Background: an optimization exercise with open tools, aiming at small area and a short achievable clock period. Do not read the settings as production practice. At most, simulation tests tie the RTL to the original design; equivalence was not proved. Function not checked in runs 2 to 7: the RTL went through the layout flow alone. No activity file was given, so power comes from the tool's default toggle rates.

## flow/config.mk

```make
export PLATFORM = sky130hd
export DESIGN_NAME = rx_dma_packetizer
export DESIGN_NICKNAME = rx_dma_packetizer
export VERILOG_FILES = /design/flow/design.v
export SDC_FILE = /design/flow/constraint.sdc
export NUM_CORES = 4
export LEC_CHECK = 0
export CAP_MARGIN = 20
export CORE_MARGIN = 2
export CORE_UTILIZATION = 45
export SLEW_MARGIN = 20
```

## flow/constraint.sdc

```tcl
create_clock -name core_clock -period 5.0 [get_ports {clk}]
set_input_delay 1.0000 -clock core_clock [delete_from_list [all_inputs] [get_ports {clk}]]
set_output_delay 1.0000 -clock core_clock [all_outputs]
set_load 0.01 [all_outputs]
```

## flow/design.v

```verilog
`default_nettype none
module rx_dma_packetizer #(
    parameter int FIFO_DEPTH    = 64,
    parameter int FRAME_SAMPLES = 256
) (
    input  logic        clk,
    input  logic        rst,
    input  logic        enable,
    input  logic        s_valid,
    input  logic [15:0] s_i,
    input  logic [15:0] s_q,
    output logic        m_axis_valid,
    input  logic        m_axis_ready,
    output logic [7:0]  m_axis_data,
    output logic        m_axis_last,
    output logic        overflow,
    output logic [15:0] drop_count,
    input  logic        clear_status
);
    localparam int c_AW = $clog2(FIFO_DEPTH);
    localparam int c_FW = $clog2(FRAME_SAMPLES);
    localparam logic [c_AW:0]   c_FIFO_FULL  = (c_AW+1)'(FIFO_DEPTH);
    localparam logic [c_FW-1:0] c_FRAME_LAST = c_FW'(FRAME_SAMPLES - 1);
    localparam logic [1:0] c_ST_IDLE = 2'd0;
    localparam logic [1:0] c_ST_RUN  = 2'd1;
    localparam logic [1:0] c_ST_PAD  = 2'd2;
    logic [1:0]      r_state;
    logic [1:0]      w_state_next;
    logic            w_run_accept;
    logic            w_in_pad;
    logic [32:0]     r_mem [0:FIFO_DEPTH-1];
    logic [c_AW-1:0] r_wr_ptr;
    logic [c_AW-1:0] r_rd_ptr;
    logic [c_AW:0]   r_count;
    logic            w_full;
    logic            w_empty;
    logic            w_sample_write;
    logic            w_pad_write;
    logic            w_push;
    logic            w_pop;
    logic            w_drop;
    logic [32:0]     w_wr_entry;
    logic [32:0]     w_rd_entry;
    logic [c_FW-1:0] r_frame_cnt;
    logic            w_frame_last;
    logic            r_valid;
    logic [7:0]      r_data;
    logic            r_last;
    logic [1:0]      r_byte_idx;
    logic [24:0]     r_hold;         
    logic            w_handshake;
    logic [7:0]      w_next_byte;
    logic            r_overflow;
    logic [15:0]     r_drop_count;
    logic [15:0]     w_drop_inc;
    always_ff @(posedge clk) begin
        if (rst) begin
            r_state <= c_ST_IDLE;
        end else begin
            r_state <= w_state_next;
        end
    end
    always_comb begin
        w_state_next = r_state;
        case (r_state)
            c_ST_IDLE: if (enable) w_state_next = c_ST_RUN;
            c_ST_RUN: begin
                if (!enable) begin
                    w_state_next = (r_frame_cnt == '0) ? c_ST_IDLE : c_ST_PAD;
                end
            end
            c_ST_PAD: if (w_pad_write && w_frame_last) w_state_next = c_ST_IDLE;
            default:  w_state_next = c_ST_IDLE;
        endcase
    end
    always_comb begin
        w_run_accept = (r_state == c_ST_RUN) && enable;
        w_in_pad     = (r_state == c_ST_PAD);
    end
    assign w_full         = (r_count == c_FIFO_FULL);
    assign w_empty        = (r_count == '0);
    assign w_frame_last   = (r_frame_cnt == c_FRAME_LAST);
    assign w_sample_write = w_run_accept && s_valid && !w_full;
    assign w_pad_write    = w_in_pad && !w_full;
    assign w_drop         = w_run_accept && s_valid && w_full;
    assign w_push         = w_sample_write || w_pad_write;
    assign w_wr_entry     = {w_frame_last, (w_pad_write ? 32'd0 : {s_q, s_i})};
    assign w_rd_entry     = r_mem[r_rd_ptr];
    always_ff @(posedge clk) begin
        if (w_push) begin
            r_mem[r_wr_ptr] <= w_wr_entry;
        end
    end
    always_ff @(posedge clk) begin
        if (rst) begin
            r_wr_ptr <= '0;
            r_rd_ptr <= '0;
            r_count  <= '0;
        end else begin
            if (w_push) r_wr_ptr <= r_wr_ptr + c_AW'(1);
            if (w_pop)  r_rd_ptr <= r_rd_ptr + c_AW'(1);
            case ({w_push, w_pop})
                2'b10:   r_count <= r_count + (c_AW+1)'(1);
                2'b01:   r_count <= r_count - (c_AW+1)'(1);
                default: r_count <= r_count;
            endcase
        end
    end
    always_ff @(posedge clk) begin
        if (rst) begin
            r_frame_cnt <= '0;
        end else if (w_push) begin
            r_frame_cnt <= w_frame_last ? '0 : r_frame_cnt + c_FW'(1);
        end
    end
    assign w_handshake = r_valid && m_axis_ready;
    assign w_pop = (!r_valid || (w_handshake && (r_byte_idx == 2'd3))) && !w_empty;
    always_comb begin
        w_next_byte = r_hold[23:16];
        case (r_byte_idx)
            2'd0:    w_next_byte = r_hold[7:0];
            2'd1:    w_next_byte = r_hold[15:8];
            default: w_next_byte = r_hold[23:16];
        endcase
    end
    always_ff @(posedge clk) begin
        if (rst) begin
            r_valid    <= 1'b0;
            r_data     <= 8'd0;
            r_last     <= 1'b0;
            r_byte_idx <= 2'd0;
            r_hold     <= '0;
        end else if (w_pop) begin
            r_valid    <= 1'b1;
            r_data     <= w_rd_entry[7:0];
            r_last     <= 1'b0;
            r_byte_idx <= 2'd0;
            r_hold     <= w_rd_entry[32:8];
        end else if (w_handshake) begin
            if (r_byte_idx == 2'd3) begin
                r_valid    <= 1'b0;
                r_last     <= 1'b0;
                r_byte_idx <= 2'd0;
            end else begin
                r_data     <= w_next_byte;
                r_last     <= (r_byte_idx == 2'd2) && r_hold[24];
                r_byte_idx <= r_byte_idx + 2'd1;
            end
        end
    end
    assign w_drop_inc = (r_drop_count == 16'hFFFF) ? r_drop_count : r_drop_count + 16'd1;
    always_ff @(posedge clk) begin
        if (rst) begin
            r_overflow   <= 1'b0;
            r_drop_count <= 16'd0;
        end else if (w_drop) begin
            r_overflow   <= 1'b1;
            r_drop_count <= clear_status ? 16'd1 : w_drop_inc;
        end else if (clear_status) begin
            r_overflow   <= 1'b0;
            r_drop_count <= 16'd0;
        end
    end
    assign m_axis_valid = r_valid;
    assign m_axis_data  = r_data;
    assign m_axis_last  = r_last;
    assign overflow     = r_overflow;
    assign drop_count   = r_drop_count;
endmodule
`default_nettype wire
```

## flow/run.sh

```bash
#!/bin/bash
# synth_recipe.tcl (not shown) runs the flow's synth.tcl, then flattens the netlist and writes it again
# the make line also repeats each setting of config.mk as NAME=value (left out here)
make -C /OpenROAD-flow-scripts/flow DESIGN_CONFIG=/design/flow/config.mk WORK_HOME=/design/flow/orfs CLKGATE_MAP_FILE= SYNTH_SCRIPT=/design/flow/synth_recipe.tcl finish
```

==> flow_metrics.py, run 1 <==
metrics = {
    "synth": {
        "ys_warn_count": 1,
        "ys_ff_latch": 2201,
        "syn_nets": 4187,
        "synthSimpleGateAreaFrac": 0.02784,
        "synth_edf_count": 2112,
        "avgSynthCellArea_um2": 20.63,
        "synth.distinct_cells": 74,
        "synthesis.instances": 4137,
        "synth_top_family_by_area": "multiplexers",
        "synth_top_area_frac": 0.7430,
        "synth_top_flop_cell": "edfxtp_1",
        "syn-cell-area_um2": 85360,
        "async_reset_ff_frac": 0,
        "synth_compound_gate_area_share": 0.03455,
        "synth_mux_area_frac": 0.1505,
        "synthTopCellsByArea": "edfxtp_1, mux4_2, mux2i_1",
        "yosysTopAreaCell": "edfxtp_1",
        "seq_area_frac_synth": 0.7638,
        "synth-adder-area-share": 0.001759,
        "synth-xor-area-share": 0.003283,
    },
    "floorplanning": {
        "dieArea_um2": 193200,
        "initial_core_util": 0.4536,
        "die_h_um": 439.5,
        "placementRows": 159,
        "ios": 65,
        "core_area_um2": 188200,
        "dieWidth_um": 439.5,
    },
    "grt": {
        "grt_pass1_vias": 42200,
        "grt_first_pass_wirelength_um": 317200,
        "antenna_found_initial": 12,
        "grt_util_all_layers": 0.2309,
        "grt_max_degree": 98,
        "overflow": 0,
    },
    "route": {
        "final_antenna_net_count": 0,
        "vias": 42860,
        "routed_via_density": 6.041,
        "wl_per_cell_um": 31.49,
        "routed_wl_um": 223400,
        "first_iter_violations": 5173,
        "drc": 0,
        "first_pass_iters": 5,
    },
    "pwr": {
        "clockPowerShare": 0.362,
        "power_frac_comb": 0.165,
        "swShare": 0.2609,
        "power_mw": 43.66,
        "power.density_nw_per_um2": 447.5,
        "total_switching_power_mw": 11.39,
        "p_int_mw": 32.27,
        "vdd_drop_max_mv": 0.3108,
        "power_frac_seq": 0.473,
        "p_leak_nw": 30.30,
    },
    "timing": {
        "max_slew_margin": 0.2360,
        "tightestPinTransition_ns": 1.146,
        "max_freq_mhz": 260.3,
        "slew_viol_final": 0,
        "hold_viol": 0,
        "rsz0062_at_grt": "no",
        "finalSetupTns_ns": 0,
        "setup_viol": 0,
        "period_minus_slack_ns": 3.841,
        "fin_skew_ns": 0.03960,
        "period_share": 0.7683,
    },
    "placed_design": {
        "portBuffers": 64,
        "gp_congestion": 0.8354,
        "postPlaceCellArea_um2": 90600,
        "dp_hpwl_um": 136200,
    },
    "setup_path": {
        "cp_max_fo": 27,
        "reg2reg_slack_ns": 1.16,
        "crit_type": "reg2reg",
        "crit_chain": "buf_4 > and2_1 > a22oi_1 > a21oi_1 > a31oi_1 > a311oi_1",
        "cp.arrival_ns": 4.60,
        "slowest_stage": "dfxtp_4",
        "critPathRequiredTime_ns": 5.76,
        "start_kind": "flip-flop",
        "slowest_delay_ns": 0.90,
        "critPathCaptureType": "flip-flop",
    },
    "cts": {
        "cts_resized": 0,
        "postCtsHoldBufs": 0,
        "clkTransAtPathRegs_ns": 0.06,
        "cts_buffer_depth": 3,
        "cts_tree": "yes",
        "cts_setup_buffers": 0,
        "cts_root_buf": "clkbuf_16",
        "numClockSinks": 2201,
        "cts_buffers": 218,
        "cts_max_level": 4,
        "clock_latency_ns": 0.86,
    },
    "hold_path": {
        "hold_class": "reg2reg",
    },
    "run_status": {
        "status": "complete, no violations",
    },
    "final_layout": {
        "drive_gt1_frac": 0.2416,
        "design_area_um2": 97570,
        "fin_nets": 4459,
        "syn2layout_area_growth_pct": 14.30,
        "fillers": 14820,
    },
    "flow_run": {
        "maxCapViolations": 0,
    },
}
## worst paths after layout
kind | start | cells past startpoint | to
setup / recovery | flip-flop | 6 | r_hold[14]$_SDFFE_PP0N_
hold / removal | r_rd_ptr[1]$_SDFFE_PP0N_ | 2 | flip-flop
setup reg to reg | flip-flop | 6 | r_hold[14]$_SDFFE_PP0N_
hold reg to reg | r_rd_ptr[1]$_SDFFE_PP0N_ | 2 | flip-flop
## layout by cell type (no fill, tap or decap), types with 8 or more instances in the layout
| cell type | n |
|---|---|
| a211oi_1 | 29 |
| a21o_1 | 8 |
| a21oi_1 | 90 |
| a22o_1 | 14 |
| a22oi_1 | 36 |
| a311oi_1 | 9 |
| a31oi_1 | 28 |
| and2_0 | 9 |
| and2_1 | 18 |
| buf_12 | 45 |
| buf_4 | 180 |
| bufinv_16 | 11 |
| clkbuf_1 | 57 |
| clkbuf_16 | 224 |
| clkbuf_8 | 8 |
| clkdlybuf4s50_1 | 63 |
| clkinv_1 | 43 |
| clkinv_2 | 44 |
| dfxtp_1 | 85 |
| edfxtp_1 | 2112 |
| ha_1 | 12 |
| inv_1 | 12 |
| mux2i_1 | 227 |
| mux4_1 | 13 |
| mux4_2 | 453 |
| nand2_1 | 145 |
| nand3_1 | 33 |
| nand4_1 | 13 |
| nor2_1 | 89 |
| nor2_4 | 62 |
| nor2b_4 | 33 |
| nor3_1 | 35 |
| nor4_1 | 12 |
| o21ai_0 | 68 |
| o221ai_1 | 64 |
| o22ai_1 | 48 |
| o2bb2ai_1 | 8 |
| xnor2_1 | 8 |
| xor2_1 | 24 |
## per-layer routing
| metal | up-vias | global-route usage | part of all wire |
|---|---|---|---|
| met5 | - | 0 | 0.000045 |
| met4 | 2 | 0.05363 | 0.022 |
| met3 | 280 | 0.04333 | 0.084 |
| met2 | 1879 | 0.3634 | 0.48 |
| met1 | 22920 | 0.3364 | 0.42 |
| li1 | 17780 | - | - |
## layout make-up
cell class                      instances  area [um^2]  area share
Clock inverter                        117        965.9    0.009900
Timing Repair Buffer                  288         2883     0.02955
Inverter                               18        75.07   0.0007694
Multi-Input combinational cell       1682        19360      0.1985
Clock buffer                          289         5929     0.06077
Sequential cell                      2201        65220      0.6684
Tap cell                             2495         3122     0.03200
Antenna cell                            5        12.51   0.0001282
## through the flow
stage | hold slack, ns | util | worst slack [ns] | cells
finish | 0.4886 | 0.5184 | 1.159 | 7095
global route | 0.5246 | 0.5184 | 0.9507 | 7091
CTS | 0.4899 | 0.5180 | 1.216 | 7087
detailed placement | 0.4808 | 0.4814 | 0.7763 | 6681
global placement | 0.4765 | 0.4814 | 0.7499 | 6681
floorplan | 0.4490 | - | 0.5132 | 4137
## Yosys cell counts (24+ instances only)
cell / n
mux4_2: 453
mux2i_1: 227
dfxtp_1: 89
a31oi_1: 29
o21ai_0: 68
a22oi_1: 36
a211oi_1: 29
xor2_1: 24
o221ai_1: 64
nor2_1: 151
clkbuf_1: 87
nor2b_1: 40
nor3_1: 36
a21oi_1: 90
edfxtp_1: 2112
o22ai_1: 48
buf_6: 30
buf_2: 66
nand3_1: 33
nand2_1: 146
## flip-flops by register name, indices dropped and copies added, names as in the netlist, named ones only
signal        cells
r_drop_count     16
r_state           2
r_count           7
r_rd_ptr          6
r_byte_idx        2
r_last            1
r_frame_cnt       8
r_overflow        1
r_mem          2112
r_wr_ptr          6
r_data            8
r_hold           25
r_valid           1
## kinds of logic after synthesis
logic type,after synthesis
flip-flops,2201
adder cells (fa/ha/maj),12
multiplexers,696
XOR/XNOR,32
AND/OR/NAND/NOR,505
buffers and inverters,254
AO/OA/AOI/OAI,437
## worst max-delay path, delay by kind of cell, from the launching register on
| kind | cells | cell delay [ns] |
|---|---|---|
| AOI/OAI and AO/OA | 4 | 1.49 |
| DFF | 1 | 0.90 |
| and+or+nand+nor | 1 | 0.74 |
| buffers and inverters | 1 | 0.57 |
## power by group through the flow
stage | Clock (mW) | Sequential (mW) | Combinational, mW
6_report | 15.8 | 20.6 | 7.22
5_1_grt | 16.8 | 20.6 | 7.64
4_1_cts | 16.0 | 20.6 | 7.26
3_5_place_dp | 0 | 21.0 | 7.24
3_3_place_gp | 0 | 21.0 | 7.21
2_1_floorplan | 0 | 20.8 | 5.04
==> run 2: changes to the inputs <==
==> flow/design.v (replaced) <==
`default_nettype none
module rx_dma_packetizer #(
    parameter int FIFO_DEPTH    = 64,
    parameter int FRAME_SAMPLES = 256
) (
    input  logic        clk,
    input  logic        rst,
    input  logic        enable,
    input  logic        s_valid,
    input  logic [15:0] s_i,
    input  logic [15:0] s_q,
    output logic        m_axis_valid,
    input  logic        m_axis_ready,
    output logic [7:0]  m_axis_data,
    output logic        m_axis_last,
    output logic        overflow,
    output logic [15:0] drop_count,
    input  logic        clear_status
);
    localparam logic [1:0] c_ST_IDLE = 2'd0;
    localparam logic [1:0] c_ST_RUN  = 2'd1;
    localparam logic [1:0] c_ST_PAD  = 2'd2;
    logic [1:0]  r_state;
    logic [7:0]  r_wr_pos;       
    logic [7:0]  r_rd_pos;       
    logic [31:0] r_mem [0:63];
    logic        r_valid;
    logic [1:0]  r_byte_idx;
    logic [31:0] r_hold;
    logic        r_last;
    logic        r_overflow;
    logic [15:0] r_drop_count;
    wire w_lo_eq   = (r_wr_pos[5:0] == r_rd_pos[5:0]);
    wire w_hi_eq   = (r_wr_pos[7:6] == r_rd_pos[7:6]);
    wire w_full    = w_lo_eq && !w_hi_eq;
    wire w_empty   = w_lo_eq && w_hi_eq;
    wire w_run     = (r_state == c_ST_RUN);
    wire w_in_pad  = (r_state == c_ST_PAD);
    wire w_run_acc = w_run && enable;
    wire w_frame_last = (r_wr_pos == 8'hFF);
    wire w_pad_write  = w_in_pad && !w_full;
    wire w_push    = (w_run_acc && s_valid && !w_full) || w_pad_write;
    wire w_drop    = w_run_acc && s_valid && w_full;
    wire w_hs      = r_valid && m_axis_ready;
    wire w_pop     = !w_empty && (!r_valid || (w_hs && (r_byte_idx == 2'd3)));
    always_ff @(posedge clk) begin
        if (rst) begin
            r_state <= c_ST_IDLE;
        end else begin
            case (r_state)
                c_ST_IDLE: if (enable) r_state <= c_ST_RUN;
                c_ST_RUN:  if (!enable) r_state <= (r_wr_pos == 8'd0) ? c_ST_IDLE : c_ST_PAD;
                c_ST_PAD:  if (w_pad_write && w_frame_last) r_state <= c_ST_IDLE;
                default:   r_state <= c_ST_IDLE;
            endcase
        end
    end
    always_ff @(posedge clk) begin
        if (!w_full) begin
            r_mem[r_wr_pos[5:0]] <= w_in_pad ? 32'd0 : {s_q, s_i};
        end
    end
    always_ff @(posedge clk) begin
        if (rst) begin
            r_wr_pos <= '0;
            r_rd_pos <= '0;
        end else begin
            if (w_push) r_wr_pos <= r_wr_pos + 8'd1;
            if (w_pop)  r_rd_pos <= r_rd_pos + 8'd1;
        end
    end
    always_ff @(posedge clk) begin
        if (rst) begin
            r_valid    <= 1'b0;
            r_byte_idx <= 2'd0;
        end else begin
            if (w_pop)
                r_valid <= 1'b1;
            else if (w_hs && (r_byte_idx == 2'd3))
                r_valid <= 1'b0;
            if (w_hs)
                r_byte_idx <= r_byte_idx + 2'd1;
        end
    end
    always_ff @(posedge clk) begin
        if (w_pop) begin
            r_hold <= r_mem[r_rd_pos[5:0]];
            r_last <= (r_rd_pos == 8'hFF);
        end
    end
    always_comb begin
        case (r_byte_idx)
            2'd0:    m_axis_data = r_hold[7:0];
            2'd1:    m_axis_data = r_hold[15:8];
            2'd2:    m_axis_data = r_hold[23:16];
            default: m_axis_data = r_hold[31:24];
        endcase
    end
    assign m_axis_last  = r_last && (r_byte_idx == 2'd3);
    assign m_axis_valid = r_valid;
    always_ff @(posedge clk) begin
        if (rst) begin
            r_overflow   <= 1'b0;
            r_drop_count <= 16'd0;
        end else if (w_drop) begin
            r_overflow   <= 1'b1;
            r_drop_count <= clear_status ? 16'd1 :
                            (&r_drop_count) ? r_drop_count : r_drop_count + 16'd1;
        end else if (clear_status) begin
            r_overflow   <= 1'b0;
            r_drop_count <= 16'd0;
        end
    end
    assign overflow   = r_overflow;
    assign drop_count = r_drop_count;
endmodule
`default_nettype wire
==> run 2 against run 1 <==
Against the previous run: still clean; critical path depth is 3 lower; sequential power is 4% lower; first-iteration DRC count down 11%; via count decreased by 8.2%; clock power down 3%; count of clock-buffer cells in the layout decreased by 30; register-to-register slack got worse by 0.099 ns; largest cell class unchanged.
==> flow_metrics.py, run 2 <==
metrics = {
    "synth": {
        "ys_warn_count": 1,
        "synth_edf_count": 2081,
        "synthTopCellsByArea": "edfxtp_1, mux4_2, mux2i_1",
        "synth_top_flop_cell": "edfxtp_1",
        "seq_area_frac_synth": 0.7722,
        "yosysTopAreaCell": "edfxtp_1",
        "syn-cell-area_um2": 81900,
        "syn_nets": 3733,
        "synth.distinct_cells": 59,
        "synth_compound_gate_area_share": 0.02272,
        "yosys-top-cells-count": "edfxtp_1, mux4_2, mux2i_1, nor2_1, clkbuf_1",
        "synthesis.instances": 3686,
        "async_reset_ff_frac": 0,
        "synth-xor-area-share": 0.003529,
        "synth_top_area_frac": 0.7630,
        "avgSynthCellArea_um2": 22.22,
        "synth_top_family_by_area": "multiplexers",
        "synthSimpleGateAreaFrac": 0.02042,
        "ys_ff_latch": 2119,
        "synth_most_common_cell": "edfxtp_1",
        "synth-adder-area-share": 0.001375,
        "synth_mux_area_frac": 0.1634,
    },
    "route": {
        "first_pass_iters": 8,
        "wl_per_cell_um": 32.91,
        "routed_via_density": 6.076,
        "first_iter_violations": 4617,
        "vias": 39360,
        "routed_wl_um": 213200,
        "final_antenna_net_count": 0,
        "drc": 0,
    },
    "floorplanning": {
        "dieArea_um2": 185400,
        "dieWidth_um": 430.6,
        "placementRows": 156,
        "initial_core_util": 0.4532,
        "core_area_um2": 180700,
        "ios": 65,
        "die_h_um": 430.6,
    },
    "timing": {
        "fin_ws_ns": 0.7156,
        "period_minus_slack_ns": 4.284,
        "max_freq_mhz": 233.4,
        "rsz0062_at_grt": "no",
        "max_slew_margin": 0.2053,
        "fin_skew_ns": 0.03152,
        "setup_viol": 0,
        "slew_viol_final": 0,
        "finalSetupTns_ns": 0,
        "hold_viol": 0,
        "period_share": 0.8569,
        "tightestPinTransition_ns": 1.188,
    },
    "grt": {
        "overflow": 0,
        "grt_max_degree": 138,
        "grt_pass1_vias": 39610,
        "antenna_found_initial": 9,
        "grt_first_pass_wirelength_um": 302700,
        "grt_util_all_layers": 0.2318,
    },
    "pwr": {
        "power.density_nw_per_um2": 419.2,
        "power_mw": 38.98,
        "p_leak_nw": 27.87,
        "vdd_drop_max_mv": 0.3418,
    },
    "placed_design": {
        "dp.cells": 6092,
        "dp_hpwl_um": 123800,
        "pre_cts_ws_ns": 1.056,
        "gp_congestion": 0.9546,
        "portBuffers": 64,
    },
    "final_layout": {
        "largest_reg_flops": 2048,
        "most-common-layout-cells": "edfxtp_1, mux4_2, clkbuf_16",
        "fin_nets": 3979,
        "fin_util": 0.5146,
        "final_cells": 6478,
        "drive_gt1_frac": 0.2706,
        "layout_commonest_cell": "edfxtp_1",
        "syn2layout_area_growth_pct": 13.55,
    },
    "cts": {
        "clkTransAtPathRegs_ns": 0.07,
        "clock_latency_ns": 0.86,
        "cts_root_buf": "clkbuf_16",
        "cts_buffer_depth": 3,
        "cts_setup_buffers": 0,
        "numClockSinks": 2119,
        "cts_tree": "yes",
        "postCtsHoldBufs": 0,
        "cts_resized": 0,
        "cts_buffers": 207,
        "cts_max_level": 4,
    },
    "setup_path": {
        "crit_type": "reg2out",
        "crit_chain": "ha_1 > mux2i_1 > clkdlybuf4s50_1",
        "slowest_stage": "mux2i_1",
        "slowest_delay_ns": 0.84,
        "critPathRequiredTime_ns": 4.00,
        "cp_max_fo": 8,
        "start_kind": "flip-flop",
        "critPathCaptureType": "output port",
        "cp.arrival_ns": 3.28,
    },
    "flow_run": {
        "maxCapViolations": 0,
    },
    "hold_path": {
        "hold_class": "reg2reg",
    },
    "run_status": {
        "status": "complete, no violations",
    },
}
[run 2: cell type report]
type | count | area (um^2)
Fill cell | 14060 | 87740
Sequential cell | 2119 | 63270
Multi-Input combinational cell | 1336 | 17890
Clock inverter | 120 | 1231
Timing Repair Buffer | 244 | 2152
Antenna cell | 6 | 15.01
Inverter | 24 | 90.09
Tap cell | 2370 | 2965
Clock buffer | 259 | 5396
[run 2: cell families after synthesis]
group	Yosys count
multiplexers	695
XOR/XNOR	33
AO/OA/AOI/OAI	257
buffers and inverters	231
AND/OR/NAND/NOR	342
adder cells (fa/ha/maj)	9
flip-flops	2119
[run 2: stage by stage]
step | hold WS [ns] | area [um^2]
4_1_cts | 0.4760 | 92970
3_3_place_gp | 0.4518 | 86310
3_5_place_dp | 0.4654 | 86340
5_1_grt | 0.4966 | 92990
2_1_floorplan | 0.4184 | 81900
6_report | 0.4752 | 93010
[run 2: worst max-delay path, delay by kind of cell (launching register included)]
| family | cells | cell delay [ns] |
|---|---|---|
| DFF | 1 | 0.41 |
| muxes | 1 | 0.84 |
| adders and majority gates | 1 | 0.49 |
| buffers and inverters | 1 | 0.69 |
[run 2: path summary, 6_finish.rpt]
| check | from | endpoint | slack (ns) | depth (start not counted) |
|---|---|---|---|---|
| max | r_byte_idx[1]$_SDFFE_PP0P_ | m_axis_data[7] | 0.72 | 3 |
| min | r_overflow$_SDFFE_PP0P_ | r_overflow$_SDFFE_PP0P_ | 0.48 | 2 |
| max reg2reg | r_rd_pos[0]$_SDFFE_PP0P_ | r_hold[16]$_DFFE_PP_ | 1.06 | 7 |
| min reg2reg | r_overflow$_SDFFE_PP0P_ | r_overflow$_SDFFE_PP0P_ | 0.48 | 2 |
[run 2: power by group]
part	total [mW]	internal [mW]	switching (mW)
clock network	15.3	8.65	6.65
registers	19.8	19.7	0.137
logic	3.83	1.65	2.18
[run 2: per-layer routing]
layer | wire [um] | vias up | GRT usage
li1 | - | 16070 | -
met1 | 86770 | 21320 | 0.3198
met2 | 101900 | 1645 | 0.3674
met3 | 16280 | 325 | 0.04700
met4 | 8213 | 2 | 0.08663
met5 | 16 | - | 0
==> run 3: changes to the inputs <==
--- a/flow/design.v
+++ b/flow/design.v
@@ -27,5 +27,6 @@
     logic        r_valid;
     logic [1:0]  r_byte_idx;
-    logic [31:0] r_hold;
+    logic [7:0]  r_data;
+    logic [23:0] r_hold;
     logic        r_last;
     logic        r_overflow;
@@ -35,11 +36,10 @@
     wire w_full    = w_lo_eq && !w_hi_eq;
     wire w_empty   = w_lo_eq && w_hi_eq;
-    wire w_run     = (r_state == c_ST_RUN);
-    wire w_in_pad  = (r_state == c_ST_PAD);
-    wire w_run_acc = w_run && enable;
+    wire w_run_acc    = (r_state == c_ST_RUN) && enable;
+    wire w_in_pad     = (r_state == c_ST_PAD);
     wire w_frame_last = (r_wr_pos == 8'hFF);
     wire w_pad_write  = w_in_pad && !w_full;
-    wire w_push    = (w_run_acc && s_valid && !w_full) || w_pad_write;
-    wire w_drop    = w_run_acc && s_valid && w_full;
+    wire w_push       = (w_run_acc && s_valid && !w_full) || w_pad_write;
+    wire w_drop       = w_run_acc && s_valid && w_full;
     wire w_hs      = r_valid && m_axis_ready;
     wire w_pop     = !w_empty && (!r_valid || (w_hs && (r_byte_idx == 2'd3)));
@@ -56,7 +56,20 @@
         end
     end
+    logic [63:0] w_wr_sel;
+    logic [63:0] w_rd_sel;
+    logic [31:0] w_wr_data;
+    logic [31:0] w_rd_data;
+    assign w_wr_sel  = 64'd1 << r_wr_pos[5:0];
+    assign w_rd_sel  = 64'd1 << r_rd_pos[5:0];
+    assign w_wr_data = w_in_pad ? 32'd0 : {s_q, s_i};
     always_ff @(posedge clk) begin
-        if (!w_full) begin
-            r_mem[r_wr_pos[5:0]] <= w_in_pad ? 32'd0 : {s_q, s_i};
+        for (int k = 0; k < 64; k++) begin
+            if (w_wr_sel[k] && !w_full) r_mem[k] <= w_wr_data;
+        end
+    end
+    always_comb begin
+        w_rd_data = '0;
+        for (int k = 0; k < 64; k++) begin
+            w_rd_data = w_rd_data | ({32{w_rd_sel[k]}} & r_mem[k]);
         end
     end
@@ -74,4 +87,5 @@
             r_valid    <= 1'b0;
             r_byte_idx <= 2'd0;
+            r_last     <= 1'b0;
         end else begin
             if (w_pop)
@@ -79,23 +93,24 @@
             else if (w_hs && (r_byte_idx == 2'd3))
                 r_valid <= 1'b0;
-            if (w_hs)
+            if (w_hs) begin
                 r_byte_idx <= r_byte_idx + 2'd1;
+                r_last     <= (r_byte_idx == 2'd2) && (r_rd_pos == 8'd0);
+            end
         end
     end
     always_ff @(posedge clk) begin
         if (w_pop) begin
-            r_hold <= r_mem[r_rd_pos[5:0]];
-            r_last <= (r_rd_pos == 8'hFF);
+            r_data <= w_rd_data[7:0];
+            r_hold <= w_rd_data[31:8];
+        end else if (w_hs) begin
+            case (r_byte_idx)
+                2'd0:    r_data <= r_hold[7:0];
+                2'd1:    r_data <= r_hold[15:8];
+                default: r_data <= r_hold[23:16];
+            endcase
         end
     end
-    always_comb begin
-        case (r_byte_idx)
-            2'd0:    m_axis_data = r_hold[7:0];
-            2'd1:    m_axis_data = r_hold[15:8];
-            2'd2:    m_axis_data = r_hold[23:16];
-            default: m_axis_data = r_hold[31:24];
-        endcase
-    end
-    assign m_axis_last  = r_last && (r_byte_idx == 2'd3);
+    assign m_axis_data  = r_data;
+    assign m_axis_last  = r_last;
     assign m_axis_valid = r_valid;
     always_ff @(posedge clk) begin
==> run 3 against run 2 <==
Against the previous run: still clean on timing, DRC and antenna; utilization is 1.3 points higher; final area is 1.4% lower; clock power hardly changed; non-clock buffer count is 116 higher; routed wire length is 54% higher; sequential share of layout area is 0.97 points higher; worst setup slack worse by 0.23 ns; via count is 32% higher; register-to-register slack worse by 0.58 ns; final cell count is 13% higher; clock skew is 0.021 ns higher.
==> flow_metrics.py, run 3 <==
metrics = {
    "timing": {
        "fin_skew_ns": 0.05283,
        "max_freq_mhz": 221.4,
        "tightestPinTransition_ns": 1.303,
        "rsz0062_at_grt": "no",
        "whs_ns": 0.4728,
        "period_minus_slack_ns": 4.517,
        "hold_viol": 0,
        "period_share": 0.9034,
        "max_slew_margin": 0.1272,
        "finalSetupTns_ns": 0,
        "setup_viol": 0,
        "slew_viol_final": 0,
    },
    "final_layout": {
        "seq_area_um2": 63250,
        "syn2layout_area_growth_pct": 16.55,
        "fin_util": 0.5275,
        "drive_gt1_frac": 0.1562,
        "multi_input_area_um2": 15340,
        "fillers": 13840,
        "most-common-layout-cells": "edfxtp_1, a22oi_1, buf_4",
        "fin_nets": 4874,
        "layout_commonest_cell": "edfxtp_1",
        "largest_reg_flops": 2048,
    },
    "floorplanning": {
        "dieArea_um2": 178200,
        "dieWidth_um": 422.1,
        "initial_core_util": 0.4526,
        "core_area_um2": 173800,
        "die_h_um": 422.1,
        "placementRows": 153,
        "ios": 65,
    },
    "synth": {
        "synth_most_common_cell": "edfxtp_1",
        "seq_area_frac_synth": 0.8039,
        "synthesis.instances": 4489,
        "ys_ff_latch": 2119,
        "async_reset_ff_frac": 0,
        "synth.distinct_cells": 74,
        "synth_top_flop_cell": "edfxtp_1",
        "ys_warn_count": 2,
        "syn_nets": 4544,
        "yosys-top-cells-count": "edfxtp_1, a22oi_1, nand2_1, nor2_1, clkbuf_1",
        "avgSynthCellArea_um2": 17.52,
        "yosysTopAreaCell": "edfxtp_1",
        "synthTopCellsByArea": "edfxtp_1, a22oi_1, mux2i_1",
        "syn-cell-area_um2": 78660,
        "synth_top_area_frac": 0.7940,
        "synth_edf_count": 2080,
    },
    "cts": {
        "cts_setup_buffers": 0,
        "cts_tree": "yes",
        "cts_max_level": 4,
        "cts_buffers": 208,
        "cts_resized": 0,
        "clock_latency_ns": 0.89,
        "cts_buffer_depth": 3,
        "postCtsHoldBufs": 0,
        "numClockSinks": 2119,
        "clkTransAtPathRegs_ns": 0.07,
        "cts_root_buf": "clkbuf_16",
    },
    "route": {
        "drc": 0,
        "vias": 51880,
        "routed_via_density": 7.088,
        "wl_per_cell_um": 44.92,
        "first_pass_iters": 7,
        "final_antenna_net_count": 0,
        "first_iter_violations": 11530,
        "routed_wl_um": 328800,
    },
    "pwr": {
        "clockPowerShare": 0.405,
        "vdd_drop_max_mv": 0.4601,
        "power.density_nw_per_um2": 419.8,
        "total_switching_power_mw": 9.407,
        "p_int_mw": 29.08,
        "swShare": 0.2444,
        "power_frac_comb": 0.075,
        "p_leak_nw": 28.91,
        "power_frac_seq": 0.521,
        "power_mw": 38.49,
    },
    "setup_path": {
        "cp_max_fo": 13,
        "critPathTopFamily": "simple AND/OR/NAND/NOR gates",
        "cp.arrival_ns": 5.09,
        "slowest_stage": "nor4_1",
        "critPathRequiredTime_ns": 5.57,
        "critPathCaptureType": "flip-flop",
        "crit_type": "reg2reg",
        "crit_buf_inv": 2,
        "slowest_delay_ns": 1.02,
        "crit_chain": "ha_1 > ha_1 > nand2_1 > buf_4 > nor3_1 > buf_4 > a32o_1 > or4_1 > nor4_1 > nand4bb_1",
        "start_kind": "flip-flop",
    },
    "grt": {
        "grt_max_degree": 67,
        "grt_util_all_layers": 0.3610,
        "grt_first_pass_wirelength_um": 430200,
        "antenna_found_initial": 26,
        "grt_pass1_vias": 46680,
        "overflow": 0,
    },
    "placed_design": {
        "gp_congestion": 0.9763,
        "portBuffers": 64,
        "dp_hpwl_um": 197500,
    },
    "hold_path": {
        "hold_class": "reg2reg",
    },
    "run_status": {
        "status": "complete, no violations",
    },
    "flow_run": {
        "maxCapViolations": 0,
    },
}
## run 3: logic make-up (layout without fill, tap and decap cells)
group	after synthesis	after routing	share of synthesized area
xor gates and xnor gates	29	29	0.003229
muxes	137	137	0.01866
buffers and inverters	258	757	0.01346
AOI/OAI and AO/OA	1027	1027	0.1000
DFF	2119	2119	0.8039
and+or+nand+nor	902	902	0.05799
adders and majority gates	17	17	0.002704
other	0	7	0
## run 3: per-layer routing
metal  track usage  vias to the layer above  routed length, um
met1        0.4750                    26020             111300
met5      0.003495                        -                294
li1              -                    19170                  -
met2        0.5159                     5543             138500
met3        0.1355                     1123              55790
met4        0.2023                       32              22970
## run 3: worst paths after layout
kind / start / end / slack, ns / depth (start not counted)
setup / recovery: r_rd_pos[0]$_SDFFE_PP0P_ / r_hold[16]$_DFFE_PP_ / 0.48 / 10
hold / removal: r_state[1]$_SDFFE_PP0P_ / r_state[0]$_SDFFE_PP0P_ / 0.47 / 1
setup reg to reg: r_rd_pos[0]$_SDFFE_PP0P_ / r_hold[16]$_DFFE_PP_ / 0.48 / 10
hold reg to reg: r_state[1]$_SDFFE_PP0P_ / r_state[0]$_SDFFE_PP0P_ / 0.47 / 1
## run 3: power by group through the flow
| stage | logic (mW) | registers, mW | clock network [mW] |
|---|---|---|---|
| final | 2.88 | 20.0 | 15.6 |
| after global routing | 2.82 | 20.0 | 16.2 |
| after CTS | 2.70 | 20.0 | 15.5 |
| after detailed placement | 2.69 | 20.4 | 0 |
| after global placement | 2.65 | 20.4 | 0 |
| after floorplan | 1.10 | 20.3 | 0 |
## run 3: worst register-to-register path, delay by kind of cell, from the launching register on
family / cells / cell delay [ns]
buffers and inverters: 2 / 0.49
adder cells (fa/ha/maj): 2 / 0.84
flip-flops: 1 / 0.40
AND/OR/NAND/NOR: 5 / 2.28
AO/OA/AOI/OAI: 1 / 0.20
## run 3: final cells by class
type	instances	area share
clock buffer	255	0.05893
clock inverter	124	0.01351
inverter	18	0.0007369
multi-input combinational	2112	0.1674
antenna	7	0.0001911
tap	2325	0.03173
timing repair buffer	360	0.03764
sequential	2119	0.6899
## run 3: metrics by stage
step / cell area, um^2 / setup WS [ns] / std cells
4_1_cts: 91650 / 0.6800 / 7313
3_3_place_gp: 84890 / 0.3011 / 6929
2_1_floorplan: 78660 / 1.350 / 4489
3_5_place_dp: 85010 / 0.7156 / 6934
5_1_grt: 91670 / 0.5380 / 7313
6_report: 91680 / 0.4832 / 7320
==> run 4: changes to the inputs <==
--- a/flow/config.mk
+++ b/flow/config.mk
@@ -9,3 +9,4 @@
 export CORE_MARGIN = 2
 export CORE_UTILIZATION = 45
+export SETUP_SLACK_MARGIN = 2.0
 export SLEW_MARGIN = 20
==> run 4 against run 3 <==
Against the previous run: routed wire length up 1.2%; flip-flop and latch count unchanged; count of clock-buffer cells in the layout up 12; total power about the same; clock skew down 0.0061 ns; final area up 4.1%; non-clock buffer count up 269; clock power down 4%.
==> flow_metrics.py, run 4 <==
metrics = {
    "cts": {
        "postCtsHoldBufs": 0,
        "numClockSinks": 2119,
        "cts_tree": "yes",
        "clkTransAtPathRegs_ns": 0.07,
        "cts_root_buf": "clkbuf_16",
        "clock_latency_ns": 0.87,
        "cts_max_level": 4,
        "cts_buffers": 209,
        "cts_buffer_depth": 3,
    },
    "timing": {
        "hold_viol": 0,
        "fin_ws_ns": 1.752,
        "fin_skew_ns": 0.04670,
        "rsz0062_at_grt": "yes",
        "tightestPinTransition_ns": 1.271,
        "max_slew_margin": 0.1528,
        "slew_viol_final": 0,
        "finalSetupTns_ns": 0,
        "period_minus_slack_ns": 3.248,
        "setup_viol": 0,
        "period_share": 0.6496,
        "max_freq_mhz": 307.9,
    },
    "grt": {
        "grt_util_all_layers": 0.3643,
        "antenna_found_initial": 16,
        "grt_pass1_vias": 48710,
        "overflow": 0,
        "grt_first_pass_wirelength_um": 435400,
        "grt_max_degree": 65,
    },
    "final_layout": {
        "seq_area_um2": 63270,
        "layout_commonest_cell": "edfxtp_1",
        "fillers": 13570,
        "multi_input_area_um2": 16400,
        "most-common-layout-cells": "edfxtp_1, a22oi_1, buf_4",
        "fin_nets": 5144,
        "largest_reg_flops": 2048,
        "syn2layout_area_growth_pct": 21.27,
        "design_area_um2": 95400,
        "fin_util": 0.5488,
        "drive_gt1_frac": 0.2258,
    },
    "pwr": {
        "vdd_drop_max_mv": 0.3397,
        "p_leak_nw": 30.71,
        "power_mw": 38.46,
        "power.density_nw_per_um2": 403.2,
    },
    "route": {
        "vias": 53680,
        "final_antenna_net_count": 0,
        "wl_per_cell_um": 43.81,
        "first_iter_violations": 12170,
        "routed_wl_um": 332700,
        "routed_via_density": 7.070,
        "drc": 0,
        "first_pass_iters": 9,
    },
    "synth": {
        "syn_nets": 4544,
        "async_reset_ff_frac": 0,
        "ys_ff_latch": 2119,
        "avgSynthCellArea_um2": 17.52,
        "synth_most_common_cell": "edfxtp_1",
        "synth_edf_count": 2080,
        "synthesis.instances": 4489,
        "synthTopCellsByArea": "edfxtp_1, a22oi_1, mux2i_1",
        "synth_top_area_frac": 0.7940,
        "syn-cell-area_um2": 78660,
        "synth_top_flop_cell": "edfxtp_1",
        "synth.distinct_cells": 74,
        "seq_area_frac_synth": 0.8039,
        "yosysTopAreaCell": "edfxtp_1",
        "ys_warn_count": 2,
        "yosys-top-cells-count": "edfxtp_1, a22oi_1, nand2_1, nor2_1, clkbuf_1",
    },
    "floorplanning": {
        "initial_core_util": 0.4526,
        "dieArea_um2": 178200,
        "core_area_um2": 173800,
        "placementRows": 153,
        "ios": 65,
        "dieWidth_um": 422.1,
        "die_h_um": 422.1,
    },
    "setup_path": {
        "cp_max_fo": 13,
        "crit_type": "reg2reg",
        "critPathRequiredTime_ns": 5.69,
        "start_kind": "flip-flop",
        "critPathCaptureType": "flip-flop",
        "cp.arrival_ns": 3.94,
    },
    "placed_design": {
        "portBuffers": 64,
        "pre_cts_ws_ns": 0.7688,
        "dp_hpwl_um": 193100,
        "postPlaceCellArea_um2": 84900,
        "gp_congestion": 0.9774,
    },
    "run_status": {
        "status": "complete, no violations",
    },
    "flow_run": {
        "maxCapViolations": 0,
    },
    "hold_path": {
        "hold_class": "reg2reg",
    },
}
[run 4: cell counts after synthesis]
No cell type changed its count.
[run 4: repair_timing]
| item | 4_1_cts | 5_1_grt |
|---|---|---|
| pin swaps | 76 | 63 |
| gates resized for setup | 248 | 112 |
| endpoints found under the hold margin | 0 | 0 |
| setup buffers | 186 | 71 |
| cloned | 3 | 1 |
| setup endpoints to repair | 1858 | 557 |
[run 4: cells by family (layout without fill, tap and decap cells)]
logic type,count (synthesis),in the layout,synth area share
flops,2119,2119,0.8039
other cells,0,12,0
simple gates,902,902,0.05799
xor+xnor,29,29,0.003229
compound gates,1027,1027,0.1000
mux,137,137,0.01866
buf+inv,258,1025,0.01346
fa+ha+maj,17,17,0.002704
[run 4: metal layers]
metal,vias to the layer above,GRT usage,part of all wire
met5,-,0.001344,0.00032
met4,18,0.2200,0.074
met3,1244,0.1356,0.17
met2,5711,0.5188,0.42
met1,27000,0.4753,0.33
li1,19710,-,-
[run 4: path summary, 6_finish.rpt]
check,slack [ns],cells after the start,to,start
worst max-delay path,1.75,7,r_hold[8]$_DFFE_PP_,r_rd_pos[3]$_SDFFE_PP0P_
worst min-delay path,0.48,1,r_state[0]$_SDFFE_PP0P_,r_state[1]$_SDFFE_PP0P_
worst max register to register,1.75,7,r_hold[8]$_DFFE_PP_,r_rd_pos[3]$_SDFFE_PP0P_
worst min register to register,0.48,1,r_state[0]$_SDFFE_PP0P_,r_state[1]$_SDFFE_PP0P_
[run 4: worst max-delay path: stages, from the launching register on]
cell	delay [ns]
dfxtp_4	0.38
buf_12	0.11
buf_4	0.24
clkinv_2	0.36
nor3_2	1.00
a221oi_1	0.34
o2111a_1	0.37
nand4_1	0.26
[run 4: layout make-up]
type / instances / area share
well taps: 2325 / 0.03049
repair buffers: 629 / 0.06721
diodes: 12 / 0.0003148
multi-input cells: 2112 / 0.1719
clock buffers: 267 / 0.05733
inverters: 18 / 0.0008001
clock inverters: 111 / 0.008788
flip-flops and latches: 2119 / 0.6632
[run 4: through the flow]
| stage | hold WS [ns] | std cells |
|---|---|---|
| after CTS | 0.4850 | 7509 |
| final | 0.4793 | 7593 |
| after global placement | 0.4650 | 6938 |
| after global routing | 0.5065 | 7585 |
| after detailed placement | 0.4853 | 6942 |
| after floorplan | 0.4355 | 4489 |
[run 4: where the power goes]
part | total, mW | leakage (nW) | internal [mW] | switching [mW]
clock network | 14.9 | 3.05 | 8.03 | 6.86
registers | 20.0 | 19.1 | 19.8 | 0.232
logic | 3.52 | 8.59 | 1.09 | 2.44
total | 38.5 | 30.7 | 28.9 | 9.52
==> run 5: changes to the inputs <==
--- a/flow/design.v
+++ b/flow/design.v
@@ -58,8 +58,9 @@
     logic [63:0] w_wr_sel;
     logic [63:0] w_rd_sel;
+    logic [63:0] r_rd_sel;       
     logic [31:0] w_wr_data;
     logic [31:0] w_rd_data;
     assign w_wr_sel  = 64'd1 << r_wr_pos[5:0];
-    assign w_rd_sel  = 64'd1 << r_rd_pos[5:0];
+    assign w_rd_sel  = r_rd_sel;
     assign w_wr_data = w_in_pad ? 32'd0 : {s_q, s_i};
     always_ff @(posedge clk) begin
@@ -81,4 +82,11 @@
             if (w_push) r_wr_pos <= r_wr_pos + 8'd1;
             if (w_pop)  r_rd_pos <= r_rd_pos + 8'd1;
+        end
+    end
+    always_ff @(posedge clk) begin
+        if (rst) begin
+            r_rd_sel <= 64'd1;
+        end else if (w_pop) begin
+            r_rd_sel <= {r_rd_sel[62:0], r_rd_sel[63]};
         end
     end
--- a/flow/config.mk
+++ b/flow/config.mk
@@ -9,4 +9,4 @@
 export CORE_MARGIN = 2
 export CORE_UTILIZATION = 45
-export SETUP_SLACK_MARGIN = 2.0
+export SETUP_SLACK_MARGIN = 2.5
 export SLEW_MARGIN = 20
==> run 5 against run 4 <==
Against the previous run: worst setup slack gained 0.62 ns; area after synthesis about the same; synthesized cell count is 5.2% lower; fmax grew 24%; final area is 0.95% lower; combinational power fell by 44%; flip-flop and latch count rose by 64; worst hold slack better by 0.0053 ns; utilization shrank 0.52 points; first-iteration DRC count up 4.1%; critical endpoint is now r_data[7]$_DFFE_PP_.
==> flow_metrics.py, run 5 <==
metrics = {
    "route": {
        "wl_per_cell_um": 48.37,
        "first_iter_violations": 12660,
        "final_antenna_net_count": 0,
        "routed_via_density": 7.411,
        "vias": 53020,
        "routed_wl_um": 346100,
        "first_pass_iters": 6,
        "drc": 0,
    },
    "synth": {
        "syn_nets": 4305,
        "synthTopCellsByArea": "edfxtp_1, a22o_1, a221oi_1",
        "seq_area_frac_synth": 0.8204,
        "syn-cell-area_um2": 78650,
        "ys_ff_latch": 2183,
        "synth_top_area_frac": 0.7941,
        "synth_most_common_cell": "edfxtp_1",
        "yosysTopAreaCell": "edfxtp_1",
        "synthesis.instances": 4254,
        "ys_warn_count": 2,
        "avgSynthCellArea_um2": 18.49,
        "yosys-top-cells-count": "edfxtp_1, a22o_1, a221oi_1, clkbuf_1, nand2_1",
        "synth_edf_count": 2080,
        "async_reset_ff_frac": 0,
        "synth.distinct_cells": 54,
        "synth_top_flop_cell": "edfxtp_1",
    },
    "setup_path": {
        "slowest_delay_ns": 0.64,
        "crit_chain": "buf_6 > a22oi_1 > nand4_1 > nor4_1 > a31oi_1",
        "critPathCaptureType": "flip-flop",
        "start_kind": "flip-flop",
        "crit_type": "reg2reg",
        "slowest_stage": "nor4_1",
        "crit_start": "r_rd_sel[6]$_SDFFE_PP0P_",
        "critPathTopFamily": "simple AND/OR/NAND/NOR gates",
        "cp.arrival_ns": 3.21,
        "cp_max_fo": 27,
        "reg2reg_slack_ns": 2.37,
        "critPathRequiredTime_ns": 5.58,
        "crit_buf_inv": 1,
        "timing.rr.start": "r_rd_sel[6]$_SDFFE_PP0P_",
    },
    "grt": {
        "antenna_found_initial": 21,
        "grt_use_met1": 0.4874,
        "use_met2": 0.5302,
        "grt_util_all_layers": 0.3737,
        "grt_use_met3": 0.1296,
        "grt_pass1_vias": 47480,
        "grt_first_pass_wirelength_um": 441400,
        "grt.busiest_layer": "met2",
        "overflow": 0,
        "grt_max_degree": 73,
    },
    "floorplanning": {
        "placementRows": 153,
        "dieWidth_um": 422.1,
        "ios": 65,
        "core_area_um2": 173800,
        "die_h_um": 422.1,
        "dieArea_um2": 178100,
        "initial_core_util": 0.4525,
    },
    "timing": {
        "slew_viol_final": 0,
        "whs_ns": 0.4846,
        "period_share": 0.5253,
        "hold_viol": 0,
        "max_slew_margin": 0.2237,
        "max_freq_mhz": 380.8,
        "period_minus_slack_ns": 2.626,
        "fin_skew_ns": 0.03776,
        "finalSetupTns_ns": 0,
        "tightestPinTransition_ns": 1.164,
        "fin_ws_ns": 2.374,
        "setup_viol": 0,
        "rsz0062_at_grt": "yes",
    },
    "final_layout": {
        "design_area_um2": 94490,
        "fillers": 13510,
        "syn2layout_area_growth_pct": 20.14,
        "fin_util": 0.5436,
        "drive_gt1_frac": 0.2110,
        "most-common-layout-cells": "edfxtp_1, a22o_1, a221oi_1",
        "final_cells": 7155,
        "fin_nets": 4685,
        "largest_reg_flops": 2048,
        "layout_commonest_cell": "edfxtp_1",
    },
    "hold_path": {
        "hold_start": "r_overflow$_SDFFE_PP0P_",
        "hold_class": "reg2reg",
    },
    "pwr": {
        "swShare": 0.2257,
        "clockPowerShare": 0.417,
        "vdd_drop_max_mv": 0.3651,
        "p_leak_nw": 29.86,
        "power_mw": 38.41,
        "total_switching_power_mw": 8.668,
        "power_frac_seq": 0.532,
        "p_int_mw": 29.74,
        "power_frac_comb": 0.051,
        "power.density_nw_per_um2": 406.5,
    },
    "run_status": {
        "status": "complete, no violations",
    },
    "cts": {
        "cts_root_buf": "clkbuf_16",
        "cts_max_level": 4,
        "clock_latency_ns": 0.87,
        "cts_buffer_depth": 3,
        "cts_buffers": 207,
        "numClockSinks": 2183,
        "clkTransAtPathRegs_ns": 0.07,
        "cts_tree": "yes",
    },
    "placed_design": {
        "dp_hpwl_um": 185400,
        "portBuffers": 64,
        "dp.cells": 6569,
        "gp_congestion": 0.9010,
        "pre_cts_ws_ns": 1.458,
        "postPlaceCellArea_um2": 83850,
    },
    "flow_run": {
        "maxCapViolations": 0,
    },
}
[run 5: cell count changes after synthesis, sizes merged, moves of 38 or more]
cell / delta
a21oi: +48
a221oi: +416
a22o: +389
a22oi: -532
and3: -65
buf: -44
clkbuf: +110
dfxtp: +64
mux2i: -114
nand2: -64
nor2: -113
nor3: -38
[run 5: layout make-up]
type | instances | area [um^2] | share of cell area
multi-input combinational | 1752 | 13970 | 0.1478
sequential | 2183 | 64790 | 0.6857
tap | 2325 | 2909 | 0.03079
clock inverter | 137 | 1303 | 0.01378
antenna | 14 | 35.03 | 0.0003708
clock buffer | 254 | 5503 | 0.05824
inverter | 13 | 53.80 | 0.0005694
timing repair buffer | 477 | 5932 | 0.06278
[run 5: kinds of logic (layout without fill, tap and decap cells)]
logic type      after synthesis  in the layout  share of synthesized area
fa+ha+maj                    13             13                   0.002068
compound gates             1177           1177                     0.1235
xor+xnor                     14             14                   0.001941
flops                      2183           2183                     0.8204
other cells                   0             14                          0
mux                           3              3                  0.0004295
buf+inv                     319            881                    0.01570
simple gates                545            545                    0.03595
[run 5: path summary, 6_finish.rpt]
check | to | cells after the start
worst max-delay path | r_data[7]$_DFFE_PP_ | 5
worst min-delay path | r_overflow$_SDFFE_PP0P_ | 2
worst max register to register | r_data[7]$_DFFE_PP_ | 5
worst min register to register | r_overflow$_SDFFE_PP0P_ | 2
[run 5: layer usage]
| metal | routed length, um | share of wire |
|---|---|---|
| met1 | 112600 | 0.33 |
| met2 | 144300 | 0.42 |
| met3 | 60680 | 0.18 |
| met4 | 28300 | 0.082 |
| met5 | 193 | 0.00056 |
[run 5: worst min-delay path: cells and delay by family, from the launching register on]
kind	cells	cell delay, ns
DFF	1	0.32
and+or+nand+nor	1	0.07
AOI/OAI and AO/OA	1	0.06
[run 5: repair_timing]
action / in CTS / in global routing
pin swaps: 48 / 20
endpoints found under the setup margin: 2333 / 925
resized for setup: 347 / 130
hold buffers: 0 / 0
setup buffers: 115 / 34
gates cloned: 13 / 18
[run 5: power by group through the flow]
stage,Combinational [mW],Sequential (mW),Clock (mW)
floorplan,0.831,20.7,0
global placement,1.76,20.8,0
detailed placement,1.79,20.8,0
CTS,1.81,20.4,15.9
global route,1.95,20.4,16.6
finish,1.96,20.4,16.0
==> run 6: changes to the inputs <==
--- a/flow/config.mk
+++ b/flow/config.mk
@@ -8,5 +8,5 @@
 export CAP_MARGIN = 20
 export CORE_MARGIN = 2
-export CORE_UTILIZATION = 45
+export CORE_UTILIZATION = 60
 export SETUP_SLACK_MARGIN = 2.5
 export SLEW_MARGIN = 20
==> run 6 against run 5 <==
Against the previous run: still clean on timing, DRC and antenna; non-clock buffer count is 38 lower; clock skew shrank 0.013 ns; synthesized cell count unchanged; die area shrank 25%; sequential power about the same; register-to-register slack worse by 0.09 ns; global-route usage grew 12 points; final area fell by 1.9%; critical endpoint is now r_hold[13]$_DFFE_PP_; highest routed layer unchanged.
==> flow_metrics.py, run 6 <==
metrics = {
    "synth": {
        "ys_warn_count": 2,
        "ys_ff_latch": 2183,
        "avgSynthCellArea_um2": 18.49,
        "yosysTopAreaCell": "edfxtp_1",
        "synth_top_area_frac": 0.7941,
        "synth_edf_count": 2080,
        "synth_most_common_cell": "edfxtp_1",
        "syn_nets": 4305,
        "syn-cell-area_um2": 78650,
        "synth_top_flop_cell": "edfxtp_1",
        "seq_area_frac_synth": 0.8204,
        "synth.distinct_cells": 54,
        "synthTopCellsByArea": "edfxtp_1, a22o_1, a221oi_1",
        "synthesis.instances": 4254,
        "async_reset_ff_frac": 0,
        "yosys-top-cells-count": "edfxtp_1, a22o_1, a221oi_1, clkbuf_1, nand2_1",
    },
    "flow_run": {
        "maxCapViolations": 0,
    },
    "final_layout": {
        "largest_reg_flops": 2048,
        "layout_commonest_cell": "edfxtp_1",
        "design_area_um2": 92730,
        "fillers": 8158,
        "final_cells": 6526,
        "drive_gt1_frac": 0.2026,
        "syn2layout_area_growth_pct": 17.90,
        "fin_nets": 4649,
        "fin_util": 0.7143,
        "most-common-layout-cells": "edfxtp_1, a22o_1, a221oi_1",
    },
    "cts": {
        "cts_buffers": 208,
        "cts_max_level": 4,
        "cts_root_buf": "clkbuf_16",
        "cts_buffer_depth": 3,
        "clkTransAtPathRegs_ns": 0.06,
        "numClockSinks": 2183,
        "cts_tree": "yes",
        "clock_latency_ns": 0.84,
    },
    "timing": {
        "period_minus_slack_ns": 2.714,
        "setup_viol": 0,
        "finalSetupTns_ns": 0,
        "rsz0062_at_grt": "yes",
        "period_share": 0.5428,
        "hold_viol": 0,
        "slew_viol_final": 0,
        "max_slew_margin": 0.2428,
        "whs_ns": 0.4678,
        "tightestPinTransition_ns": 1.136,
        "max_freq_mhz": 368.5,
        "fin_skew_ns": 0.02428,
        "fin_ws_ns": 2.286,
    },
    "setup_path": {
        "crit_chain": "buf_6 > a221oi_2 > nand4_1 > or4_1",
        "start_kind": "flip-flop",
        "critPathTopFamily": "simple AND/OR/NAND/NOR gates",
        "critPathCaptureType": "flip-flop",
        "crit_type": "reg2reg",
        "crit_buf_inv": 1,
        "critPathRequiredTime_ns": 5.54,
        "slowest_delay_ns": 0.72,
        "cp.arrival_ns": 3.25,
        "cp_max_fo": 23,
        "slowest_stage": "or4_1",
    },
    "pwr": {
        "p_leak_nw": 29.38,
        "power.density_nw_per_um2": 410.9,
        "power_mw": 38.10,
        "vdd_drop_max_mv": 0.3763,
    },
    "placed_design": {
        "portBuffers": 64,
        "pre_cts_ws_ns": 1.435,
        "gp_congestion": 0.9188,
        "postPlaceCellArea_um2": 83210,
        "dp_hpwl_um": 183100,
        "dp.cells": 5987,
    },
    "grt": {
        "overflow": 0,
        "grt_first_pass_wirelength_um": 435900,
        "grt_util_all_layers": 0.4934,
        "antenna_found_initial": 13,
        "grt_pass1_vias": 47420,
        "grt_max_degree": 73,
    },
    "hold_path": {
        "hold_class": "reg2reg",
    },
    "run_status": {
        "status": "complete, no violations",
    },
    "route": {
        "first_iter_violations": 12380,
        "final_antenna_net_count": 0,
        "routed_wl_um": 334100,
        "first_pass_iters": 8,
        "wl_per_cell_um": 51.19,
        "drc": 0,
        "vias": 52640,
        "routed_via_density": 8.067,
    },
    "floorplanning": {
        "core_area_um2": 129800,
        "initial_core_util": 0.6059,
        "ios": 65,
        "die_h_um": 366.1,
        "dieWidth_um": 366.1,
        "placementRows": 132,
        "dieArea_um2": 134000,
    },
}
-- run 6: cell types whose count changed in the layout (fill, tap and decap cells not counted), moves of 8 or more --
cell	previous run	this run
buf_6	68	41
buf_4	202	227
clkbuf_1	38	56
clkdlybuf4s15_1	2	16
clkbuf_16	229	218
or4_1	30	19
or4_4	3	14
clkdlybuf4s15_2	15	5
clkinv_1	56	46
a221oi_1	389	380
buf_12	92	84
dfxtp_4	59	51
-- run 6: worst paths after layout --
path	start	end	slack (ns)	cells past startpoint
max	r_rd_sel[2]$_SDFFE_PP0P_	r_hold[13]$_DFFE_PP_	2.29	4
min reg2reg	r_overflow$_SDFFE_PP0P_	r_overflow$_SDFFE_PP0P_	0.47	2
max reg2reg	r_rd_sel[2]$_SDFFE_PP0P_	r_hold[13]$_DFFE_PP_	2.29	4
min	r_overflow$_SDFFE_PP0P_	r_overflow$_SDFFE_PP0P_	0.47	2
-- run 6: layout make-up --
cell class              count  area, um^2  share of cell area
diodes                     12       30.03           0.0003238
well taps                1742        2180             0.02351
flip-flops and latches   2183       64760              0.6984
inverters                  13       75.07           0.0008096
multi-input cells        1753       14090              0.1520
clock inverters           107       945.9             0.01020
repair buffers            439        4976             0.05366
clock buffers             277        5662             0.06106
-- run 6: what timing repair did --
action,4_1_cts,5_1_grt
pin swaps,45,24
cloned,4,5
hold buffers,0,0
setup endpoints to repair,3501,810
resized for setup,285,74
buffers inserted,93,41
-- run 6: routing by layer --
metal,share of wire,vias to the layer above,wire length [um],track usage
met5,0.00048,-,162,0.004986
met4,0.083,12,27740,0.3291
met3,0.18,1374,60590,0.1816
met2,0.41,6084,138600,0.6836
met1,0.32,26460,107000,0.6574
li1,-,18710,-,-
-- run 6: report_power, final --
part / internal [mW] / switching [mW]
registers: 20.2 / 0.165
logic: 0.579 / 1.54
clock network: 8.79 / 6.80
-- run 6: cells by family (layout without fill, tap and decap cells) --
kind of cell | Yosys count | in the layout | share of synthesized area
AO/OA/AOI/OAI | 1177 | 1177 | 0.1235
XOR/XNOR | 14 | 14 | 0.001941
adder cells (fa/ha/maj) | 13 | 13 | 0.002068
buffers and inverters | 319 | 836 | 0.01570
flip-flops | 2183 | 2183 | 0.8204
multiplexers | 3 | 3 | 0.0004295
other | 0 | 12 | 0
AND/OR/NAND/NOR | 545 | 546 | 0.03595
-- run 6: worst min-delay path: cells and delay by family (launching register included) --
family / cells / cell delay, ns
AOI/OAI and AO/OA: 1 / 0.05
DFF: 1 / 0.31
and+or+nand+nor: 1 / 0.06
==> run 7: changes to the inputs <==
--- a/flow/config.mk
+++ b/flow/config.mk
@@ -8,5 +8,7 @@
 export CAP_MARGIN = 20
 export CORE_MARGIN = 2
-export CORE_UTILIZATION = 60
+export CORE_UTILIZATION = 45
+export CTS_CLUSTER_DIAMETER = 60
+export CTS_CLUSTER_SIZE = 30
 export SETUP_SLACK_MARGIN = 2.5
 export SLEW_MARGIN = 20
==> run 7 against run 6 <==
Against the previous run: still clean on timing, DRC and antenna; total power down 8.5%; synthesized cell count did not move; combinational power is 7% lower; first-iteration DRC count down 1.6%; global-route usage decreased by 12 points; count of clock-buffer cells in the layout is 133 lower; routed wire length is 1.7% higher; flip-flop and latch count stayed put; largest power group unchanged.
==> flow_metrics.py, run 7 <==
metrics = {
    "run_status": {
        "status": "complete, no violations",
    },
    "cts": {
        "cts_root_buf": "clkbuf_16",
        "clock_latency_ns": 0.82,
        "postCtsHoldBufs": 0,
        "cts_max_level": 4,
        "numClockSinks": 2183,
        "cts_buffer_depth": 3,
        "cts_tree": "yes",
        "clkTransAtPathRegs_ns": 0.08,
        "cts_buffers": 133,
    },
    "pwr": {
        "p_leak_nw": 28.46,
        "p_int_mw": 26.52,
        "vdd_drop_max_mv": 0.3596,
        "power_frac_seq": 0.586,
        "swShare": 0.2396,
        "power.density_nw_per_um2": 381.4,
        "total_switching_power_mw": 8.356,
        "power_frac_comb": 0.057,
        "clockPowerShare": 0.358,
    },
    "final_layout": {
        "multi_input_area_um2": 13970,
        "fin_util": 0.5261,
        "seq_area_um2": 64770,
        "most-common-layout-cells": "edfxtp_1, a22o_1, a221oi_1",
        "drive_gt1_frac": 0.1931,
        "layout_commonest_cell": "edfxtp_1",
        "fillers": 13780,
        "largest_reg_flops": 2048,
        "fin_nets": 4580,
        "syn2layout_area_growth_pct": 16.26,
    },
    "route": {
        "wl_per_cell_um": 48.77,
        "drc": 0,
        "final_antenna_net_count": 0,
        "vias": 51980,
        "first_pass_iters": 17,
        "routed_via_density": 7.460,
        "routed_wl_um": 339800,
        "first_iter_violations": 12170,
    },
    "synth": {
        "seq_area_frac_synth": 0.8204,
        "synth_edf_count": 2080,
        "ys_ff_latch": 2183,
        "synth.distinct_cells": 54,
        "synthesis.instances": 4254,
        "synth_top_area_frac": 0.7941,
        "synth_top_flop_cell": "edfxtp_1",
        "ys_warn_count": 2,
        "yosys-top-cells-count": "edfxtp_1, a22o_1, a221oi_1, clkbuf_1, nand2_1",
        "syn-cell-area_um2": 78650,
        "yosysTopAreaCell": "edfxtp_1",
        "synthTopCellsByArea": "edfxtp_1, a22o_1, a221oi_1",
        "async_reset_ff_frac": 0,
        "synth_most_common_cell": "edfxtp_1",
        "syn_nets": 4305,
        "avgSynthCellArea_um2": 18.49,
    },
    "setup_path": {
        "slowest_delay_ns": 0.46,
        "slowest_stage": "or3b_4",
        "cp.arrival_ns": 3.08,
        "crit_top_cell": "buf_12",
        "crit_chain": "xor2_1 > o211ai_1 > or2_4 > or3b_4 > buf_12 > nor2_4 > buf_12 > buf_6",
        "critPathRequiredTime_ns": 5.47,
        "start_kind": "flip-flop",
        "cp_max_fo": 16,
        "crit_type": "reg2reg",
        "critPathCaptureType": "flip-flop",
    },
    "floorplanning": {
        "ios": 65,
        "dieArea_um2": 178100,
        "core_area_um2": 173800,
        "placementRows": 153,
        "dieWidth_um": 422.1,
        "die_h_um": 422.1,
        "initial_core_util": 0.4525,
    },
    "placed_design": {
        "dp_hpwl_um": 185400,
        "gp_congestion": 0.9010,
        "portBuffers": 64,
        "pre_cts_ws_ns": 1.458,
    },
    "grt": {
        "grt_first_pass_wirelength_um": 436000,
        "grt_max_degree": 73,
        "grt_pass1_vias": 46280,
        "overflow": 0,
        "grt_util_all_layers": 0.3697,
        "antenna_found_initial": 14,
    },
    "timing": {
        "period_minus_slack_ns": 2.616,
        "finalSetupTns_ns": 0,
        "tightestPinTransition_ns": 1.158,
        "max_freq_mhz": 382.3,
        "setup_viol": 0,
        "max_slew_margin": 0.2280,
        "fin_skew_ns": 0.04582,
        "period_share": 0.5232,
        "fin_ws_ns": 2.384,
        "slew_viol_final": 0,
        "rsz0062_at_grt": "yes",
        "hold_viol": 0,
    },
    "hold_path": {
        "hold_class": "reg2reg",
    },
    "flow_run": {
        "maxCapViolations": 0,
    },
}
-- run 7: cell counts after synthesis --
No cell type changed its count.
-- run 7: cells by family (layout without fill, tap and decap cells) --
logic type,after synthesis,in the layout,share of synthesized area
AO/OA/AOI/OAI,1177,1177,0.1235
XOR/XNOR,14,14,0.001941
adder cells (fa/ha/maj),13,13,0.002068
buffers and inverters,319,699,0.01570
flip-flops,2183,2183,0.8204
multiplexers,3,3,0.0004295
other,0,8,0
AND/OR/NAND/NOR,545,546,0.03595
-- run 7: final timing paths --
kind | slack [ns] | cells after the start | end | start
worst min register to register | 0.48 | 2 | r_overflow$_SDFFE_PP0P_ | r_overflow$_SDFFE_PP0P_
worst min-delay path | 0.48 | 2 | r_overflow$_SDFFE_PP0P_ | r_overflow$_SDFFE_PP0P_
worst max register to register | 2.38 | 8 | r_mem[12][1]$_DFFE_PP_ | r_rd_pos[7]$_SDFFE_PP0P_
worst max-delay path | 2.38 | 8 | r_mem[12][1]$_DFFE_PP_ | r_rd_pos[7]$_SDFFE_PP0P_
-- run 7: final cells by class --
type	instances	share of cell area
Clock buffer	144	0.03848
Inverter	13	0.0006842
Timing Repair Buffer	445	0.05534
Clock inverter	97	0.01233
Antenna cell	8	0.0002189
Multi-Input combinational cell	1753	0.1528
Tap cell	2325	0.03181
Sequential cell	2183	0.7083
-- run 7: power by group through the flow --
stage               logic [mW]  clock network (mW)  registers [mW]
CTS                       1.82                12.4            20.4
finish                    1.98                12.5            20.4
global placement          1.76                   0            20.8
global route              1.97                13.0            20.4
detailed placement        1.79                   0            20.8
floorplan                0.831                   0            20.7
-- run 7: worst max-delay path, delay by kind of cell, from the launching register on --
family,cells,cell delay (ns)
flops,1,0.37
compound gates,1,0.27
xor+xnor,1,0.15
buf+inv,3,0.68
simple gates,3,0.77
-- run 7: routing by layer --
metal  vias to the layer above  GRT usage  share of wire
met5                         -          0        0.00046
met4                        14     0.2311          0.083
met1                     26360     0.4834           0.33
met2                      5869     0.5266           0.42
li1                      18520          -              -
met3                      1216     0.1315           0.17
-- run 7: metrics by stage --
stage / cell area [um^2] / power [mW] / hold slack (ns) / instances
2_1_floorplan: 79230 / 21.54 / 0.4358 / 4254
3_5_place_dp: 83850 / 22.64 / 0.4693 / 6569
6_report: 91440 / 34.87 / 0.4801 / 6968
3_3_place_gp: 83750 / 22.60 / 0.4638 / 6564
5_1_grt: 91420 / 35.39 / 0.5223 / 6961
4_1_cts: 90420 / 34.62 / 0.4814 / 6915
-- run 7: timing repair --
item | 4_1_cts | 5_1_grt
pin swaps | 46 | 19
setup buffers | 99 | 33
resized for setup | 281 | 89
gates cloned | 6 | 10
setup endpoints to repair | 2277 | 590

re-timing with driven ports:
In the flow no input, the clock included, has a driving cell. The finished layouts below were timed again as built, in two steps.
Step 1: set_driving_cell puts a clkbuf_16 on clk and a buf_2 on each other input, an assumption about the parent block.
Step 2 times the ports against the registers' clock, not the clock port: input delays grow and output delays shrink by t, the midpoint of the rising clock arrivals with the driver on.
Slacks: no drivers / after step 1 / after step 2; pairs: no drivers / after step 1.
| run | shift t [ns] | setup WS [ns] | worst setup path after step 2 | worst data-port slew with drivers (ns) | pins driven straight from the clock port |
|---|---|---|---|---|---|
| run 1 | 0.921 | 1.159 / 1.159 / 0.611 | input to register | 0.05 | 1 |
| run 2 | 0.929 | 0.716 / 0.626 / 1.060 | register to register | 0.06 | 1 |
| run 3 | 0.945 | 0.483 / 0.483 / 0.483 | register to register | 0.09 | 1 |
| run 4 | 0.938 | 1.752 / 1.752 / 1.371 | input to register | 0.05 | 1 |
| run 5 | 0.942 | 2.374 / 2.335 / 1.694 | input to register | 0.04 | 1 |
| run 6 | 0.909 | 2.286 / 2.286 / 1.701 | input to register | 0.07 | 1 |
| run 7 | 0.890 | 2.384 / 2.368 / 1.664 | input to register | 0.04 | 1 |
After both steps setup and hold are still met in every run listed. The setup slack of run 7, which loses most, moves by -0.016 ns with the drivers and by -0.720 ns with both steps.
